Context: an optimization exercise on an open-source flow, tuned for small area, a short achievable clock period and few clock cycles per item. The choices shown serve that exercise and are no tape-out recipe. The RTL was checked by simulation tests, not by an equivalence proof against the original design.

==> willow <==
## gyro_bias_calibrate_convert
module gyro_bias_calibrate_convert (
	input  wire logic        clk,
	input  wire logic        arst_n,
	input  wire logic        cfg_valid,
	output logic             cfg_ready,
	input  wire logic [1:0]  cfg_addr,
	input  wire logic [15:0] cfg_data,
	input  wire logic        s_tvalid,
	output logic             s_tready,
	input  wire logic [63:0] s_tdata,
	input  wire logic [1:0]  s_tuser,
	output logic             m_tvalid,
	input  wire logic        m_tready,
	output logic [95:0]      m_tdata,
	output logic [2:0]       m_tuser
);
Settings: LEC_CHECK=0, CAP_MARGIN=20, CORE_MARGIN=2, CORE_UTILIZATION=40, SLEW_MARGIN=20; clock period 10.0 ns.
run.sh (not shown) runs the stock make flow with config.mk's settings and CLKGATE_MAP_FILE= SYNTH_SCRIPT=/design/flow/synth_recipe.tcl, a recipe that flattens the netlist after the stock synthesis.
==> nickel (differences from willow) <==
--- a/flow/config.mk
+++ b/flow/config.mk
@@ -7,2 +7,3 @@
 export LEC_CHECK = 0
+export ABC_CLOCK_PERIOD_IN_PS = 4000
 export CAP_MARGIN = 20
@@ -10,2 +11,3 @@
 export CORE_UTILIZATION = 40
+export SETUP_SLACK_MARGIN = 5
 export SLEW_MARGIN = 20
==> comparison table <==
item	willow	nickel
Worst-Margin Slew	1.19 ns	1.20 ns
Clock buffer cells	96	71
Fraction of final layout cells sized beyond drive strength 1	5.80%	19.8%
Critical path depth	23	24
Hold path startpoint	chi_q[1][11]	sum_q[1][30]
Minimum setup slack after placement	2.20 ns	2.54 ns
Met2 WL post-DR	88300 µm	96700 µm
First-pass GRT wire length	297000 µm	321000 µm
Final min period	7.93 ns	6.11 ns
Required time reported for the critical path endpoint	10.56 ns	10.45 ns
Fraction of area in multi-input gates	65.6%	62.9%
Fraction of area in registers	19.2%	16.9%
Outcome	finished clean	finished clean
Multi-input combinational cell area	0.0424 mm²	0.0464 mm²
Final-layout worst hold slack	0.472 ns	0.469 ns
Number of inserted filler cells in the final layout	14300	13300
Testbench counts of willow, summed over its fixed seeds: cycles 2,208, items 1,848.
Testbench counts of nickel, summed over its fixed seeds: cycles 2,208, items 1,848.

* * *

==> job 6681 <==
gyro_bias_calibrate_convert, a different RTL version from the one above (not shown whole).
Settings: LEC_CHECK=0, ABC_CLOCK_PERIOD_IN_PS=3500, CAP_MARGIN=20, CORE_MARGIN=2, CORE_UTILIZATION=40, SETUP_SLACK_MARGIN=5, SLEW_MARGIN=20; clock period 10.0 ns.
==> job 1365 (differences from job 6681) <==
--- a/flow/design.v
+++ b/flow/design.v
@@ -931,12 +931,11 @@
 	logic [2:0]  stA_q;
 	logic        cpA_q;
 	logic [24:0] rha_q [3];
 	logic [24:0] rhb_q [3];
 	logic        rcy_q [3];
-	logic [16:0] tha_q, thb_q;
-	logic        tcy_q;
+	logic [16:0] tempA_q;
 	logic        cwait_q;      
 	logic        m_tvalid_q;
 	logic [91:0] m_data_q;
 	logic [2:0]  m_user_q;
 	logic en;
@@ -966,27 +965,18 @@
 			st_in = 3'd1;
 		else
 			st_in = 3'd0;
 	end
 	logic [16:0] d_in [3];
-	logic        pass_sel;
-	logic        pass_go;
-	logic        cb_eff [3];
-	assign pass_sel = cpend_q || div_fix_q;
-	assign pass_go  = (cpend_q && !hold_q && !cwait_q) || div_fix_q;
-	always_comb begin
-		for (int a = 0; a < 3; a++)
-			cb_eff[a] = div_fix_q ? (nb_q[a][24] || (sum_q[a][17:2] == good_q - 16'd1)) : cb_q[a];
-	end
 	logic        nobias;
-	assign nobias = cal_q && !pass_sel;
+	assign nobias = cal_q && !cpend_q;
 	always_comb begin
 		for (int a = 0; a < 3; a++) begin
 			logic [24:0] d;
 			d = {f_data[16*a+15], f_data[16*a +: 16], 8'd0}
-			  + (nobias ? 25'd0 : nb_q[a]) + 25'(!nobias && cb_eff[a]);
-			d_in[a] = pass_sel ? {9'd0, d[7:0]} : d[24:8];
+			  + (nobias ? 25'd0 : nb_q[a]) + 25'(!nobias && cb_q[a]);
+			d_in[a] = cpend_q ? {9'd0, d[7:0]} : d[24:8];
 		end
 	end
 	always_ff @(posedge clk or negedge arst_n) begin
 		if (!arst_n) begin
 			cal_samples_q <= 16'd100;
@@ -1026,11 +1016,11 @@
 		if (!arst_n) begin
 			v1_q  <= 1'b0;
 			cp1_q <= 1'b0;
 		end else if (en) begin
 			v1_q  <= take;
-			cp1_q <= pass_go;
+			cp1_q <= cpend_q && !hold_q && !cwait_q;
 		end
 	end
 	always_ff @(posedge clk) begin
 		if (en) begin
 			st1_q  <= st_in;
@@ -1041,16 +1031,10 @@
 				d1_q[a] <= d_in[a];
 			u1_q   <= f_data[63:48] ^ 16'h8000;
 		end
 	end
 	wire fire1 = en && v1_q;
-	logic nbl_nz;
-	always_comb begin
-		nbl_nz = 1'b0;
-		for (int a = 0; a < 3; a++)
-			nbl_nz |= cb_q[a] ? (nb_q[a][7:0] != 8'hff) : (nb_q[a][7:0] != 8'h00);
-	end
 	logic [31:0] sum_nxt [3];
 	always_comb begin
 		for (int a = 0; a < 3; a++)
 			sum_nxt[a] = sum_q[a]
 			           + (div_run_q ? ~{14'd0, g3_q} : acc1_q ? {{15{d1_q[a][16]}}, d1_q[a]} : 32'd0)
@@ -1113,14 +1097,14 @@
 			end
 		end else begin
 			if (take && !in_req && run_end && (good_q != 16'd0 || in_ok))
 				hold_q <= 1'b1;
 			if (en)
-				cwait_q <= pass_go;
+				cwait_q <= cpend_q && !hold_q && !cwait_q;
 			if (cfg_valid && cfg_addr == 2'd1)
-				cpend_q <= nbl_nz || (cpend_q && !(en && pass_go));
-			else if (en && pass_go)
+				cpend_q <= 1'b1;
+			else if (en && !hold_q && !cwait_q)
 				cpend_q <= 1'b0;
 			if (fire1 && div1_q) begin
 				for (int a = 0; a < 3; a++) begin
 					logic sg;
 					sg = sum_nxt[a][31];
@@ -1139,13 +1123,13 @@
 					div_fix_q <= 1'b1;
 				end
 			end
 			if (div_fix_q) begin
 				for (int a = 0; a < 3; a++)
-					cb_q[a] <= cb_eff[a];
+					cb_q[a] <= nb_q[a][24] || (sum_q[a][17:2] == good_q - 16'd1);
 				hold_q    <= 1'b0;
-				cpend_q   <= !en;
+				cpend_q   <= 1'b1;
 			end
 		end
 	end
 	logic [24:0] ha [3];
 	logic [24:0] hb [3];
@@ -1173,22 +1157,20 @@
 			for (int a = 0; a < 3; a++) begin
 				rha_q[a] <= ha[a];
 				rhb_q[a] <= hb[a];
 				rcy_q[a] <= cy[a];
 			end
-			tha_q <= tha;
-			thb_q <= thb;
-			tcy_q <= tcy;
+			tempA_q <= tha + thb + 17'(tcy);
 		end
 	end
 	logic [91:0] res;
 	logic [24:0] rate [3];
 	logic [16:0] temp;
 	always_comb begin
 		for (int a = 0; a < 3; a++)
 			rate[a] = rha_q[a] + rhb_q[a] + 25'(rcy_q[a]);
-		temp = tha_q + thb_q + 17'(tcy_q);
+		temp = tempA_q;
 	end
 	assign res = (stA_q == 3'd0) ? {temp, rate[2], rate[1], rate[0]} : 92'd0;
 	always_ff @(posedge clk or negedge arst_n) begin
 		if (!arst_n)
 			m_tvalid_q <= 1'b0;
- CTS_BUF_LIST: default -> sky130_fd_sc_hd__clkbuf_4 sky130_fd_sc_hd__clkbuf_8
==> job 2305 (differences from job 6681) <==
--- a/flow/design.v
+++ b/flow/design.v
@@ -966,27 +966,18 @@
 			st_in = 3'd1;
 		else
 			st_in = 3'd0;
 	end
 	logic [16:0] d_in [3];
-	logic        pass_sel;
-	logic        pass_go;
-	logic        cb_eff [3];
-	assign pass_sel = cpend_q || div_fix_q;
-	assign pass_go  = (cpend_q && !hold_q && !cwait_q) || div_fix_q;
-	always_comb begin
-		for (int a = 0; a < 3; a++)
-			cb_eff[a] = div_fix_q ? (nb_q[a][24] || (sum_q[a][17:2] == good_q - 16'd1)) : cb_q[a];
-	end
 	logic        nobias;
-	assign nobias = cal_q && !pass_sel;
+	assign nobias = cal_q && !cpend_q;
 	always_comb begin
 		for (int a = 0; a < 3; a++) begin
 			logic [24:0] d;
 			d = {f_data[16*a+15], f_data[16*a +: 16], 8'd0}
-			  + (nobias ? 25'd0 : nb_q[a]) + 25'(!nobias && cb_eff[a]);
-			d_in[a] = pass_sel ? {9'd0, d[7:0]} : d[24:8];
+			  + (nobias ? 25'd0 : nb_q[a]) + 25'(!nobias && cb_q[a]);
+			d_in[a] = cpend_q ? {9'd0, d[7:0]} : d[24:8];
 		end
 	end
 	always_ff @(posedge clk or negedge arst_n) begin
 		if (!arst_n) begin
 			cal_samples_q <= 16'd100;
@@ -1026,11 +1017,11 @@
 		if (!arst_n) begin
 			v1_q  <= 1'b0;
 			cp1_q <= 1'b0;
 		end else if (en) begin
 			v1_q  <= take;
-			cp1_q <= pass_go;
+			cp1_q <= cpend_q && !hold_q && !cwait_q;
 		end
 	end
 	always_ff @(posedge clk) begin
 		if (en) begin
 			st1_q  <= st_in;
@@ -1041,34 +1032,26 @@
 				d1_q[a] <= d_in[a];
 			u1_q   <= f_data[63:48] ^ 16'h8000;
 		end
 	end
 	wire fire1 = en && v1_q;
-	logic nbl_nz;
-	always_comb begin
-		nbl_nz = 1'b0;
-		for (int a = 0; a < 3; a++)
-			nbl_nz |= cb_q[a] ? (nb_q[a][7:0] != 8'hff) : (nb_q[a][7:0] != 8'h00);
-	end
 	logic [31:0] sum_nxt [3];
 	always_comb begin
 		for (int a = 0; a < 3; a++)
-			sum_nxt[a] = sum_q[a]
-			           + (div_run_q ? ~{14'd0, g3_q} : acc1_q ? {{15{d1_q[a][16]}}, d1_q[a]} : 32'd0)
-			           + 32'(div_run_q);
+			sum_nxt[a] = sum_q[a] + (acc1_q ? {{15{d1_q[a][16]}}, d1_q[a]} : 32'd0);
 	end
 	logic [15:0] dv_r  [3];
 	logic [23:0] dv_q  [3];
 	always_comb begin
 		for (int a = 0; a < 3; a++) begin
 			logic [17:0] t;
 			logic [18:0] s1, s2, s3;
 			logic [1:0]  d;
-			t  = sum_q[a][17:0];
+			t  = {sum_q[a][15:0], nb_q[a][23:22]};
 			s1 = {1'b0, t} - {3'd0, good_q};
 			s2 = {1'b0, t} - {2'd0, good_q, 1'b0};
-			s3 = sum_nxt[a][18:0];
+			s3 = {1'b0, t} - {1'b0, g3_q};
 			if (!s3[18]) begin
 				d = 2'd3;
 				dv_r[a] = s3[15:0];
 			end else if (!s2[18]) begin
 				d = 2'd2;
@@ -1090,15 +1073,15 @@
 	always_ff @(posedge clk) begin
 		for (int a = 0; a < 3; a++) begin
 			if (fire1 && clr1_q)
 				sum_q[a] <= 32'd0;
 			else if (fire1 && div1_q)
-				sum_q[a] <= {14'd0, sum_nxt[a][31:14] ^ {18{sum_nxt[a][31]}}};
+				sum_q[a] <= {16'd0, sum_nxt[a][31:16] ^ {16{sum_nxt[a][31]}}};
 			else if (fire1 && acc1_q)
 				sum_q[a] <= sum_nxt[a];
 			else if (div_run_q)
-				sum_q[a] <= {14'd0, dv_r[a], nb_q[a][23:22]};
+				sum_q[a] <= {16'd0, dv_r[a]};
 		end
 	end
 	always_ff @(posedge clk or negedge arst_n) begin
 		if (!arst_n) begin
 			hold_q    <= 1'b0;
@@ -1113,20 +1096,20 @@
 			end
 		end else begin
 			if (take && !in_req && run_end && (good_q != 16'd0 || in_ok))
 				hold_q <= 1'b1;
 			if (en)
-				cwait_q <= pass_go;
+				cwait_q <= cpend_q && !hold_q && !cwait_q;
 			if (cfg_valid && cfg_addr == 2'd1)
-				cpend_q <= nbl_nz || (cpend_q && !(en && pass_go));
-			else if (en && pass_go)
+				cpend_q <= 1'b1;
+			else if (en && !hold_q && !cwait_q)
 				cpend_q <= 1'b0;
 			if (fire1 && div1_q) begin
 				for (int a = 0; a < 3; a++) begin
 					logic sg;
 					sg = sum_nxt[a][31];
-					nb_q[a] <= {!sg, sum_nxt[a][13:0] ^ {14{sg}}, {8{sg}}, 2'b00};
+					nb_q[a] <= {!sg, sum_nxt[a][15:0] ^ {16{sg}}, {8{sg}}};
 				end
 				div_run_q <= 1'b1;
 				div_cnt_q <= 4'd11;
 			end
 			div_fix_q <= 1'b0;
@@ -1139,13 +1122,13 @@
 					div_fix_q <= 1'b1;
 				end
 			end
 			if (div_fix_q) begin
 				for (int a = 0; a < 3; a++)
-					cb_q[a] <= cb_eff[a];
+					cb_q[a] <= nb_q[a][24] || (sum_q[a][15:0] == good_q - 16'd1);
 				hold_q    <= 1'b0;
-				cpend_q   <= !en;
+				cpend_q   <= 1'b1;
 			end
 		end
 	end
 	logic [24:0] ha [3];
 	logic [24:0] hb [3];
- CORE_UTILIZATION: 40 -> 55
==> comparison table <==
| quantity | job 1365 | job 2305 | job 6681 |
|---|---|---|---|
| Routed vias | 52000 | 53500 | 54400 |
| PostCTS Resize Cnt | 50 | 9 | 72 |
| Met2 usage in global routing | 39.4% | 53.5% | 40.3% |
| Total of warnings raised by yosys | 30 | 30 | 32 |
| Portion of netlist area occupied by mux cells | 0.887% | 1.28% | 1.24% |
| TritonCTS buffer count | 133 | 83 | 85 |
| Nature of the critical path startpoint | flop | input port | flop |
| RSZ-0062 raised after global routing | true | false | true |
| Outcome | timing/DRC/antenna clean | timing/DRC/antenna clean | timing/DRC/antenna clean |
| Worst setup margin | 4.08 ns | 5.07 ns | 4.98 ns |
| Gpl congestion | 0.937 | 0.962 | 0.979 |
| Simple logic cell fraction of the synthesized area | 11.0% | 11.4% | 11.7% |
Testbench counts of job 6681, summed over its fixed seeds: cycles 2,232, items 1,848.
Testbench counts of job 1365, summed over its fixed seeds: cycles 2,272, items 1,848.
Testbench counts of job 2305, summed over its fixed seeds: cycles 2,272, items 1,848.

* * *

==> 08-15 <==
Another version of the RTL of gyro_bias_calibrate_convert (not shown whole).
make LEC_CHECK=0 ABC_CLOCK_PERIOD_IN_PS=4500 CAP_MARGIN=20 CORE_MARGIN=2 CORE_UTILIZATION=40 SETUP_SLACK_MARGIN=4 SLEW_MARGIN=20 finish   # period 10.0 ns
==> 06-03: changes against 08-15 <==
--- a/flow/design.v
+++ b/flow/design.v
@@ -930,51 +930,30 @@
 	logic        vA_q;
 	logic [2:0]  stA_q;
 	logic        cpA_q;
 	logic [24:0] rha_q [3];
 	logic [24:0] rhb_q [3];
 	logic        rcy_q [3];
 	logic [16:0] tha_q, thb_q;
 	logic        tcy_q;
-	logic        s_rdy_q;
-	logic        sk_v_q;
-	logic [63:0] sk_data_q;
-	logic [1:0]  sk_user_q;
 	logic        cwait_q;      
 	logic        m_tvalid_q;
 	logic [91:0] m_data_q;
 	logic [2:0]  m_user_q;
 	logic en;
 	logic take;
-	logic        f_v;
 	logic [63:0] f_data;
 	logic [1:0]  f_user;
 	assign en        = !m_tvalid_q || m_tready;
-	assign s_tready  = s_rdy_q;
-	assign f_v       = sk_v_q || (s_tvalid && s_rdy_q);
-	assign f_data    = sk_v_q ? sk_data_q : s_tdata;
-	assign f_user    = sk_v_q ? sk_user_q : s_tuser;
-	assign take      = f_v && en && !hold_q && !cpend_q && !cwait_q;
+	assign s_tready  = en && !hold_q && !cpend_q && !cwait_q;
+	assign take      = s_tvalid && s_tready;
+	assign f_data    = s_tdata;
+	assign f_user    = s_tuser;
 	assign cfg_ready = 1'b1;
-	always_ff @(posedge clk or negedge arst_n) begin
-		if (!arst_n) begin
-			sk_v_q  <= 1'b0;
-			s_rdy_q <= 1'b0;
-		end else begin
-			sk_v_q  <= f_v && !take;
-			s_rdy_q <= !(f_v && !take);
-		end
-	end
-	always_ff @(posedge clk) begin
-		if (!sk_v_q) begin
-			sk_data_q <= s_tdata;
-			sk_user_q <= s_tuser;
-		end
-	end
 	logic        in_req, in_ok;
 	logic        run_end;
 	logic [15:0] good_nxt;
 	logic [2:0]  st_in;
 	always_comb begin
 		in_req   = f_user[0];
 		in_ok    = f_user[1];
 		good_nxt = good_q + 16'(in_ok);
@@ -1050,32 +1029,40 @@
 			clr1_q <= take && in_req;
 			div1_q <= take && !in_req && run_end && (good_q != 16'd0 || in_ok);
 			for (int a = 0; a < 3; a++)
 				d1_q[a] <= d_in[a];
 			u1_q   <= f_data[63:48] ^ 16'h8000;
 		end
 	end
 	wire fire1 = en && v1_q;
+	logic nbl_nz;
+	always_comb begin
+		nbl_nz = 1'b0;
+		for (int a = 0; a < 3; a++)
+			nbl_nz |= cb_q[a] ? (nb_q[a][7:0] != 8'hff) : (nb_q[a][7:0] != 8'h00);
+	end
 	logic [31:0] sum_nxt [3];
 	always_comb begin
 		for (int a = 0; a < 3; a++)
-			sum_nxt[a] = sum_q[a] + (acc1_q ? {{15{d1_q[a][16]}}, d1_q[a]} : 32'd0);
+			sum_nxt[a] = sum_q[a]
+			           + (div_run_q ? ~{14'd0, g3_q} : acc1_q ? {{15{d1_q[a][16]}}, d1_q[a]} : 32'd0)
+			           + 32'(div_run_q);
 	end
 	logic [15:0] dv_r  [3];
 	logic [23:0] dv_q  [3];
 	always_comb begin
 		for (int a = 0; a < 3; a++) begin
 			logic [17:0] t;
 			logic [18:0] s1, s2, s3;
 			logic [1:0]  d;
-			t  = {sum_q[a][15:0], nb_q[a][23:22]};
+			t  = sum_q[a][17:0];
 			s1 = {1'b0, t} - {3'd0, good_q};
 			s2 = {1'b0, t} - {2'd0, good_q, 1'b0};
-			s3 = {1'b0, t} - {1'b0, g3_q};
+			s3 = sum_nxt[a][18:0];
 			if (!s3[18]) begin
 				d = 2'd3;
 				dv_r[a] = s3[15:0];
 			end else if (!s2[18]) begin
 				d = 2'd2;
 				dv_r[a] = s2[15:0];
 			end else if (!s1[18]) begin
 				d = 2'd1;
@@ -1091,21 +1078,21 @@
 		if (fire1 && div1_q)
 			g3_q <= {2'd0, good_q} + {1'b0, good_q, 1'b0};
 	end
 	always_ff @(posedge clk) begin
 		for (int a = 0; a < 3; a++) begin
 			if (fire1 && clr1_q)
 				sum_q[a] <= 32'd0;
 			else if (fire1 && div1_q)
-				sum_q[a] <= {16'd0, sum_nxt[a][31:16] ^ {16{sum_nxt[a][31]}}};
+				sum_q[a] <= {14'd0, sum_nxt[a][31:14] ^ {18{sum_nxt[a][31]}}};
 			else if (fire1 && acc1_q)
 				sum_q[a] <= sum_nxt[a];
 			else if (div_run_q)
-				sum_q[a] <= {16'd0, dv_r[a]};
+				sum_q[a] <= {14'd0, dv_r[a], nb_q[a][23:22]};
 		end
 	end
 	always_ff @(posedge clk or negedge arst_n) begin
 		if (!arst_n) begin
 			hold_q    <= 1'b0;
 			cpend_q   <= 1'b0;
 			cwait_q   <= 1'b0;
 			div_run_q <= 1'b0;
@@ -1116,41 +1103,41 @@
 				cb_q[a] <= 1'b0;
 			end
 		end else begin
 			if (take && !in_req && run_end && (good_q != 16'd0 || in_ok))
 				hold_q <= 1'b1;
 			if (en)
 				cwait_q <= cpend_q && !hold_q && !cwait_q;
 			if (cfg_valid && cfg_addr == 2'd1)
-				cpend_q <= 1'b1;
+				cpend_q <= nbl_nz || (cpend_q && !(en && !hold_q && !cwait_q));
 			else if (en && !hold_q && !cwait_q)
 				cpend_q <= 1'b0;
 			if (fire1 && div1_q) begin
 				for (int a = 0; a < 3; a++) begin
 					logic sg;
 					sg = sum_nxt[a][31];
-					nb_q[a] <= {!sg, sum_nxt[a][15:0] ^ {16{sg}}, {8{sg}}};
+					nb_q[a] <= {!sg, sum_nxt[a][13:0] ^ {14{sg}}, {8{sg}}, 2'b00};
 				end
 				div_run_q <= 1'b1;
 				div_cnt_q <= 4'd11;
 			end
 			div_fix_q <= 1'b0;
 			if (div_run_q) begin
 				for (int a = 0; a < 3; a++)
 					nb_q[a][23:0] <= dv_q[a];
 				div_cnt_q <= div_cnt_q - 4'd1;
 				if (div_cnt_q == 4'd0) begin
 					div_run_q <= 1'b0;
 					div_fix_q <= 1'b1;
 				end
 			end
 			if (div_fix_q) begin
 				for (int a = 0; a < 3; a++)
-					cb_q[a] <= nb_q[a][24] || (sum_q[a][15:0] == good_q - 16'd1);
+					cb_q[a] <= nb_q[a][24] || (sum_q[a][17:2] == good_q - 16'd1);
 				hold_q    <= 1'b0;
 				cpend_q   <= 1'b1;
 			end
 		end
 	end
 	logic [24:0] ha [3];
 	logic [24:0] hb [3];
 	logic        cy [3];
- ABC_CLOCK_PERIOD_IN_PS: 4500 -> 3500
- GPL_TIMING_DRIVEN: default -> 0
- SETUP_SLACK_MARGIN: 4 -> 5
==> 10-28: changes against 08-15 <==
- ABC_CLOCK_PERIOD_IN_PS: 4500 -> 3500
- SETUP_SLACK_MARGIN: 4 -> 5
==> flow_summary.toml <==
[routing]
dr.pass1.iters = 8
wl_met2_um = 107000

[placement]
post-place-ws_ns = 4.31
io_buffers = 185
routabilityCongestion = 1.00

[grt]
grt_pass1_wl_um = 353000

[worst_setup_path]
crit_slowest_cell = "a311oi_1"

[cts]
cts_resized = 0

[timing]
finClkSkew_ns = 0.0407

[outcome]
outcome = "complete, no violations"

[synth]
synth_cell_type_count = 102

[layout]
final_cell_mix = "658 x inv_1, 639 x xnor2_1, 546 x ha_1"
(the above is from 08-15)
==> flow_summary.toml <==
[outcome]
outcome = "complete, no violations"

[worst_setup_path]
crit_slowest_cell = "nor2_4"

[placement]
io_buffers = 185
post-place-ws_ns = 4.31
routabilityCongestion = 1.00

[cts]
cts_resized = 1

[timing]
finClkSkew_ns = 0.0430

[power_and_ir_drop]
(the above is from 10-28)
==> flow_summary.toml <==
[outcome]
outcome = "complete, no violations"

[placement]
post-place-ws_ns = 2.34
io_buffers = 184
routabilityCongestion = 1.03

[synth]
synth_xor_area_share_pct = 12.5
synth_cell_type_count = 95

[layout]
sh_seq_area_pct = 25.2
final_cell_mix = "630 x inv_1, 612 x xnor2_1, 488 x ha_1"

[timing]
finClkSkew_ns = 0.0822

[grt]
grtUsageMet1_pct = 40.4

[cts]
cts_resized = 131

[routing]
wl_met2_um = 124000
(the above is from 06-03)
Testbench counts of 08-15, summed over its fixed seeds: cycles 2,272, items 1,848.
Testbench counts of 06-03, summed over its fixed seeds: cycles 2,256, items 1,848.
Testbench counts of 10-28, summed over its fixed seeds: cycles 2,272, items 1,848.

## static timing again, ports no longer ideal
In the flow no input, the clock included, has a driving cell. The finished layouts below were timed again as built, in two steps. Step 1 sets driving cells, clkbuf_16 on the clock port and buf_2 on the other inputs (assumed; they add their load-dependent delay and slew). Step 2 times the ports against the registers' clock, not the clock port: input delays grow and output delays shrink by t, the midpoint of the rising clock arrivals with the driver on. Slacks: no drivers / after step 1 / after step 2; pairs: no drivers / after step 1.
| run | t, ns | setup slack, ns | latest minus earliest clock arrival (ns) | worst slew at a driven data input, ns |
|---|---|---|---|---|
| willow | 0.750 | 2.073 / 2.073 / 2.073 | 0.044 / 0.044 | 0.05 |
| nickel | 0.782 | 3.887 / 3.887 / 3.887 | 0.044 / 0.044 | 0.05 |
| job 6681 | 0.797 | 4.980 / 4.980 / 4.473 | 0.062 / 0.063 | 0.14 |
| job 1365 | 0.934 | 4.082 / 4.082 / 4.082 | 0.061 / 0.061 | 0.18 |
| job 2305 | 0.772 | 5.074 / 5.041 / 4.660 | 0.039 / 0.039 | 0.06 |
| 08-15 | 0.796 | 4.774 / 4.774 / 4.242 | 0.043 / 0.043 | 0.22 |
| 06-03 | 0.830 | 4.902 / 4.902 / 4.394 | 0.083 / 0.083 | 0.05 |
| 10-28 | 0.800 | 5.129 / 5.191 / 4.391 | 0.045 / 0.045 | 0.22 |
After both steps setup and hold are still met in every run listed. For 10-28, which loses most, drivers alone change the setup slack by +0.062 ns; drivers and shift together by -0.738 ns.
